Context: an optimization exercise on an open-source flow, tuned for small area, a short achievable clock period and few clock cycles per item. The choices shown serve that exercise and are no tape-out recipe.
At most, simulation tests tie the RTL to the original design; equivalence was not proved.

==> flow/design.v (excerpt) <==
module gregorian_date_difference_days (
  input  logic        clk_i,
  input  logic        rst_ni,
  input  logic        s_axis_tvalid_i,
  output logic        s_axis_tready_o,
  input  logic [71:0] s_axis_tdata_i,
  output logic        m_axis_tvalid_o,
  input  logic        m_axis_tready_i,
  output logic [31:0] m_axis_tdata_o,
  output logic [0:0]  m_axis_tuser_o
);
  logic [15:0] ey, sy;
  logic [3:0]  em, sm;
  logic [4:0]  ed, sd, eh, sh;
  logic [5:0]  emi, smi;
  assign {smi, sh, sd, sm, sy, emi, eh, ed, em, ey} = s_axis_tdata_i;
  logic en, v1_q, v2_q, v3_q;
  assign en = !v3_q || m_axis_tready_i;
  always_ff @(posedge clk_i or negedge rst_ni) begin
    if (!rst_ni) begin
      v1_q <= 1'b0;
      v2_q <= 1'b0;
      v3_q <= 1'b0;
    end else if (en) begin
      v1_q <= s_axis_tvalid_i;
      v2_q <= v1_q;
      v3_q <= v2_q;
    end
  end
  function automatic logic [4:0] month_len(input logic [3:0] mo);
    unique case (mo)
      4'd1, 4'd3, 4'd5, 4'd7, 4'd8, 4'd10, 4'd12: month_len = 5'd31;
      4'd4, 4'd6, 4'd9, 4'd11:                    month_len = 5'd30;
      4'd2:                                       month_len = 5'd28;
      default:                                    month_len = 5'd0;
    endcase
  endfunction
  function automatic logic [8:0] cum_days(input logic [3:0] mo);
    unique case (mo)
      4'd2:    cum_days = 9'd31;
      4'd3:    cum_days = 9'd59;
      4'd4:    cum_days = 9'd90;
      4'd5:    cum_days = 9'd120;
      4'd6:    cum_days = 9'd151;
      4'd7:    cum_days = 9'd181;
      4'd8:    cum_days = 9'd212;
      4'd9:    cum_days = 9'd243;
      4'd10:   cum_days = 9'd273;
      4'd11:   cum_days = 9'd304;
      4'd12:   cum_days = 9'd334;
      default: cum_days = 9'd0;
    endcase
  endfunction
  logic [8:0] ecum, scum, edoy, sdoy;
  assign ecum = cum_days(em);
  assign scum = cum_days(sm);
  logic eda_1, eda_2, eda_3, eda_4, eda_5, eda_6, eda_7, eda_8, eda_9, eda_10, eda_11, eda_12, eda_13, eda_14, eda_15, eda_16, eda_17, eda_18, eda_19, eda_20, eda_21, eda_22, eda_23, eda_24, eda_25, eda_26, eda_27, eda_28, eda_29, eda_30, eda_31, eda_32, eda_33, eda_34;
  gdd_ha u_eda_1 (.a(ecum[0]), .b(ed[0]), .s(eda_1), .co(eda_2));
  gdd_ha u_eda_3 (.a(ecum[1]), .b(ed[1]), .s(eda_3), .co(eda_4));
  ...
Size in the first run: roughly 130 flip-flops, ~110 I/O pins, ~15000 µm² of cells after synthesis.
==> flow/config.mk <==
export PLATFORM = sky130hd
export DESIGN_NAME = gregorian_date_difference_days
export DESIGN_NICKNAME = gregorian_date_difference_days
export VERILOG_FILES = /design/flow/design.v
export SDC_FILE = /design/flow/constraint.sdc
export NUM_CORES = 4
export LEC_CHECK = 0
export CAP_MARGIN = 20
export CORE_MARGIN = 2
export CORE_UTILIZATION = 50
export SETUP_SLACK_MARGIN = 4.5
export SLEW_MARGIN = 20
export SYNTH_HIERARCHICAL = 1
export SYNTH_MINIMUM_KEEP_SIZE = 0
==> flow/constraint.sdc <==
create_clock -name core_clock -period 8.5 [get_ports {clk_i}]
set_input_delay 1.7000 -clock core_clock [delete_from_list [all_inputs] [get_ports {clk_i}]]
set_output_delay 1.7000 -clock core_clock [all_outputs]
set_load 0.01 [all_outputs]
standard.sh (not shown) runs the stock make flow with config.mk's settings and CLKGATE_MAP_FILE= SYNTH_SCRIPT=/design/flow/synth_recipe.tcl, a recipe that flattens the netlist after the stock synthesis.
==> flow/flow/run.sh <==
#!/bin/bash
# The standard layout, with the port buffers made from the platform's
# smallest plain buffer instead of the delay buffer the flow picks.
set -euo pipefail
export BUFFER_PORTS_ARGS="-buffer_cell sky130_fd_sc_hd__buf_1"
bash standard.sh > standard.log 2>&1
The starting point finished clean.
Rerun with:
SETUP_SLACK_MARGIN = 4.8   (was 4.5)
=> The new run completed with no timing, DRC or antenna violations; sequential share of layout area went down by 0.74 points; synthesized area stays the same; cell area goes up by 3.4%; cell count rose by 1.8%; worst setup slack gains 5.4 ps; synthesized cell count stays the same; wire length is higher by 2.0%.
No run of this note included a check of the RTL's function; only the layout flow was run.

* * *

Another version of the RTL of gregorian_date_difference_days (not shown whole).
Size: roughly 1400 cells after synthesis, about 110 I/O pins.
## gregorian_date_difference_days
module gregorian_date_difference_days (
  input  logic        clk_i,
  input  logic        rst_ni,
  input  logic        s_axis_tvalid_i,
  output logic        s_axis_tready_o,
  input  logic [71:0] s_axis_tdata_i,
  output logic        m_axis_tvalid_o,
  input  logic        m_axis_tready_i,
  output logic [31:0] m_axis_tdata_o,
  output logic [0:0]  m_axis_tuser_o
);
  logic [15:0] ey, sy;
  logic [3:0]  em, sm;
  logic [4:0]  ed, sd, eh, sh;
  logic [5:0]  emi, smi;
  assign {smi, sh, sd, sm, sy, emi, eh, ed, em, ey} = s_axis_tdata_i;
  logic en, v1_q, v2_q, v3_q;
  gdd_rdy u_en  (.v(v3_q), .r(m_axis_tready_i), .y(en));
  gdd_rdy u_rdy (.v(v3_q), .r(m_axis_tready_i), .y(s_axis_tready_o));
  always_ff @(posedge clk_i or negedge rst_ni) begin
    if (!rst_ni) begin
      v1_q <= 1'b0;
      v2_q <= 1'b0;
      v3_q <= 1'b0;
    end else if (en) begin
      v1_q <= s_axis_tvalid_i;
      v2_q <= v1_q;
      v3_q <= v2_q;
    end
  end
  function automatic logic [4:0] month_len(input logic [3:0] mo);
    unique case (mo)
      4'd1, 4'd3, 4'd5, 4'd7, 4'd8, 4'd10, 4'd12: month_len = 5'd31;
      4'd4, 4'd6, 4'd9, 4'd11:                    month_len = 5'd30;
  ...
==> flow/config.mk <==
export PLATFORM = sky130hd
export DESIGN_NAME = gregorian_date_difference_days
export DESIGN_NICKNAME = gregorian_date_difference_days
export VERILOG_FILES = /design/flow/design.v
export SDC_FILE = /design/flow/constraint.sdc
export NUM_CORES = 4
export LEC_CHECK = 0
export CAP_MARGIN = 20
export CORE_MARGIN = 2
export CORE_UTILIZATION = 50
export CTS_BUF_LIST = sky130_fd_sc_hd__clkbuf_4 sky130_fd_sc_hd__clkbuf_8
export SETUP_SLACK_MARGIN = 4.2
export SLEW_MARGIN = 20
export SYNTH_HIERARCHICAL = 1
export SYNTH_MINIMUM_KEEP_SIZE = 0
==> flow/constraint.sdc <==
create_clock -name core_clock -period 8.5 [get_ports {clk_i}]
set_input_delay 1.7000 -clock core_clock [delete_from_list [all_inputs] [get_ports {clk_i}]]
set_output_delay 1.7000 -clock core_clock [all_outputs]
set_load 0.01 [all_outputs]
==> flow/flow/run.sh <==
#!/bin/bash
# The standard layout, with the port buffers made from the platform's
# smallest plain buffer instead of the delay buffer the flow picks, and
# without half-adder cells (their logic is left to the gate mapper); the
# platform's own don't-use cells stay excluded.
set -euo pipefail
export BUFFER_PORTS_ARGS="-buffer_cell sky130_fd_sc_hd__buf_1"
DU=" sky130_fd_sc_hd__probe_p_8 sky130_fd_sc_hd__probec_p_8 sky130_fd_sc_hd__lpflow_bleeder_1 sky130_fd_sc_hd__lpflow_clkbufkapwr_1 sky130_fd_sc_hd__lpflow_clkbufkapwr_16 sky130_fd_sc_hd__lpflow_clkbufkapwr_2 sky130_fd_sc_hd__lpflow_clkbufkapwr_4 sky130_fd_sc_hd__lpflow_clkbufkapwr_8 sky130_fd_sc_hd__lpflow_clkinvkapwr_1 sky130_fd_sc_hd__lpflow_clkinvkapwr_16 sky130_fd_sc_hd__lpflow_clkinvkapwr_2 sky130_fd_sc_hd__lpflow_clkinvkapwr_4 sky130_fd_sc_hd__lpflow_clkinvkapwr_8 sky130_fd_sc_hd__lpflow_decapkapwr_12 sky130_fd_sc_hd__lpflow_decapkapwr_3 sky130_fd_sc_hd__lpflow_decapkapwr_4 sky130_fd_sc_hd__lpflow_decapkapwr_6 sky130_fd_sc_hd__lpflow_decapkapwr_8 sky130_fd_sc_hd__lpflow_inputiso0n_1 sky130_fd_sc_hd__lpflow_inputiso0p_1 sky130_fd_sc_hd__lpflow_inputiso1n_1 sky130_fd_sc_hd__lpflow_inputiso1p_1 sky130_fd_sc_hd__lpflow_inputisolatch_1 sky130_fd_sc_hd__lpflow_isobufsrc_1 sky130_fd_sc_hd__lpflow_isobufsrc_16 sky130_fd_sc_hd__lpflow_isobufsrc_2 sky130_fd_sc_hd__lpflow_isobufsrc_4 sky130_fd_sc_hd__lpflow_isobufsrc_8 sky130_fd_sc_hd__lpflow_isobufsrckapwr_16 sky130_fd_sc_hd__lpflow_lsbuf_lh_hl_isowell_tap_1 sky130_fd_sc_hd__lpflow_lsbuf_lh_hl_isowell_tap_2 sky130_fd_sc_hd__lpflow_lsbuf_lh_hl_isowell_tap_4 sky130_fd_sc_hd__lpflow_lsbuf_lh_isowell_4 sky130_fd_sc_hd__lpflow_lsbuf_lh_isowell_tap_1 sky130_fd_sc_hd__lpflow_lsbuf_lh_isowell_tap_2 sky130_fd_sc_hd__lpflow_lsbuf_lh_isowell_tap_4 # # Define fill cells  sky130_fd_sc_hd__ha_1 sky130_fd_sc_hd__ha_2 sky130_fd_sc_hd__ha_4"
bash standard.sh "DONT_USE_CELLS=$DU" finish > standard.log 2>&1
Testbench counts at the start, summed over its fixed seeds: cycles 12,024, items 12,000.
Rerun with:
--- a/flow/config.mk
+++ b/flow/config.mk
@@ -11,3 +11,3 @@
 export CTS_BUF_LIST = sky130_fd_sc_hd__clkbuf_4 sky130_fd_sc_hd__clkbuf_8
-export SETUP_SLACK_MARGIN = 4.2
+export SETUP_SLACK_MARGIN = 4.5
 export SLEW_MARGIN = 20
Effect: The changed run ran to the end with no violations. Hold slack barely changes. Count of clock-buffer cells in the layout is unchanged. Utilization climbs by 3.7 points. Routed wire length rises by 4.8%. Final area went up by 6.7%. Via count climbs by 3.3%. First-iteration DRC count climbs by 5.5%.
Rerun with:
--- a/flow/config.mk
+++ b/flow/config.mk
@@ -11,3 +11,3 @@
 export CTS_BUF_LIST = sky130_fd_sc_hd__clkbuf_4 sky130_fd_sc_hd__clkbuf_8
-export SETUP_SLACK_MARGIN = 4.5
+export SETUP_SLACK_MARGIN = 4.35
 export SLEW_MARGIN = 20
After rerunning: Hold slack barely changes; non-clock buffer count fell by 36; design area went down by a few percent; worst setup slack degrades by 0.075 ns; fmax shrinks slightly; core utilization went down by 2.9 points; register-to-register slack is worse by 0.07 ns; flip-flop and latch count is unchanged; via count goes down by a few percent; routed wire length decreases by a few percent.

[separate check: timing with driven ports]
The results above use ideal ports. As a check the final layouts listed here were re-extracted and re-timed, cells and wires unchanged. Step 1 assumes that a clkbuf_16 drives the clock port and a buf_2 every other input. Step 2, shift: input delay + t, output delay - t, t = (earliest + latest rising clock arrival at the registers) / 2. This alone moves slack from input paths to output paths. Three values: no drivers, after step 1, after step 2; two values: the first two.
| run | t (ns) | slack for setup (ns) | slew at the worst register clock pin (ns) |
|---|---|---|---|
| the first run of note 1 | 0.472 | 4.380 / 4.380 / 4.188 | 0.06 / 0.06 |
| the second run of note 1 | 0.472 | 4.385 / 4.385 / 4.385 | 0.07 / 0.07 |
| the first run of note 2 | 0.491 | 4.347 / 4.347 / 4.164 | 0.10 / 0.10 |
| the second run of note 2 | 0.494 | 4.506 / 4.506 / 4.301 | 0.10 / 0.10 |
| the third run of note 2 | 0.492 | 4.431 / 4.431 / 4.145 | 0.10 / 0.10 |
After both steps every run listed still meets setup and hold. The setup slack of the third run of note 2, which loses most, moves by 0.000 ns with the drivers and by -0.286 ns with both steps.
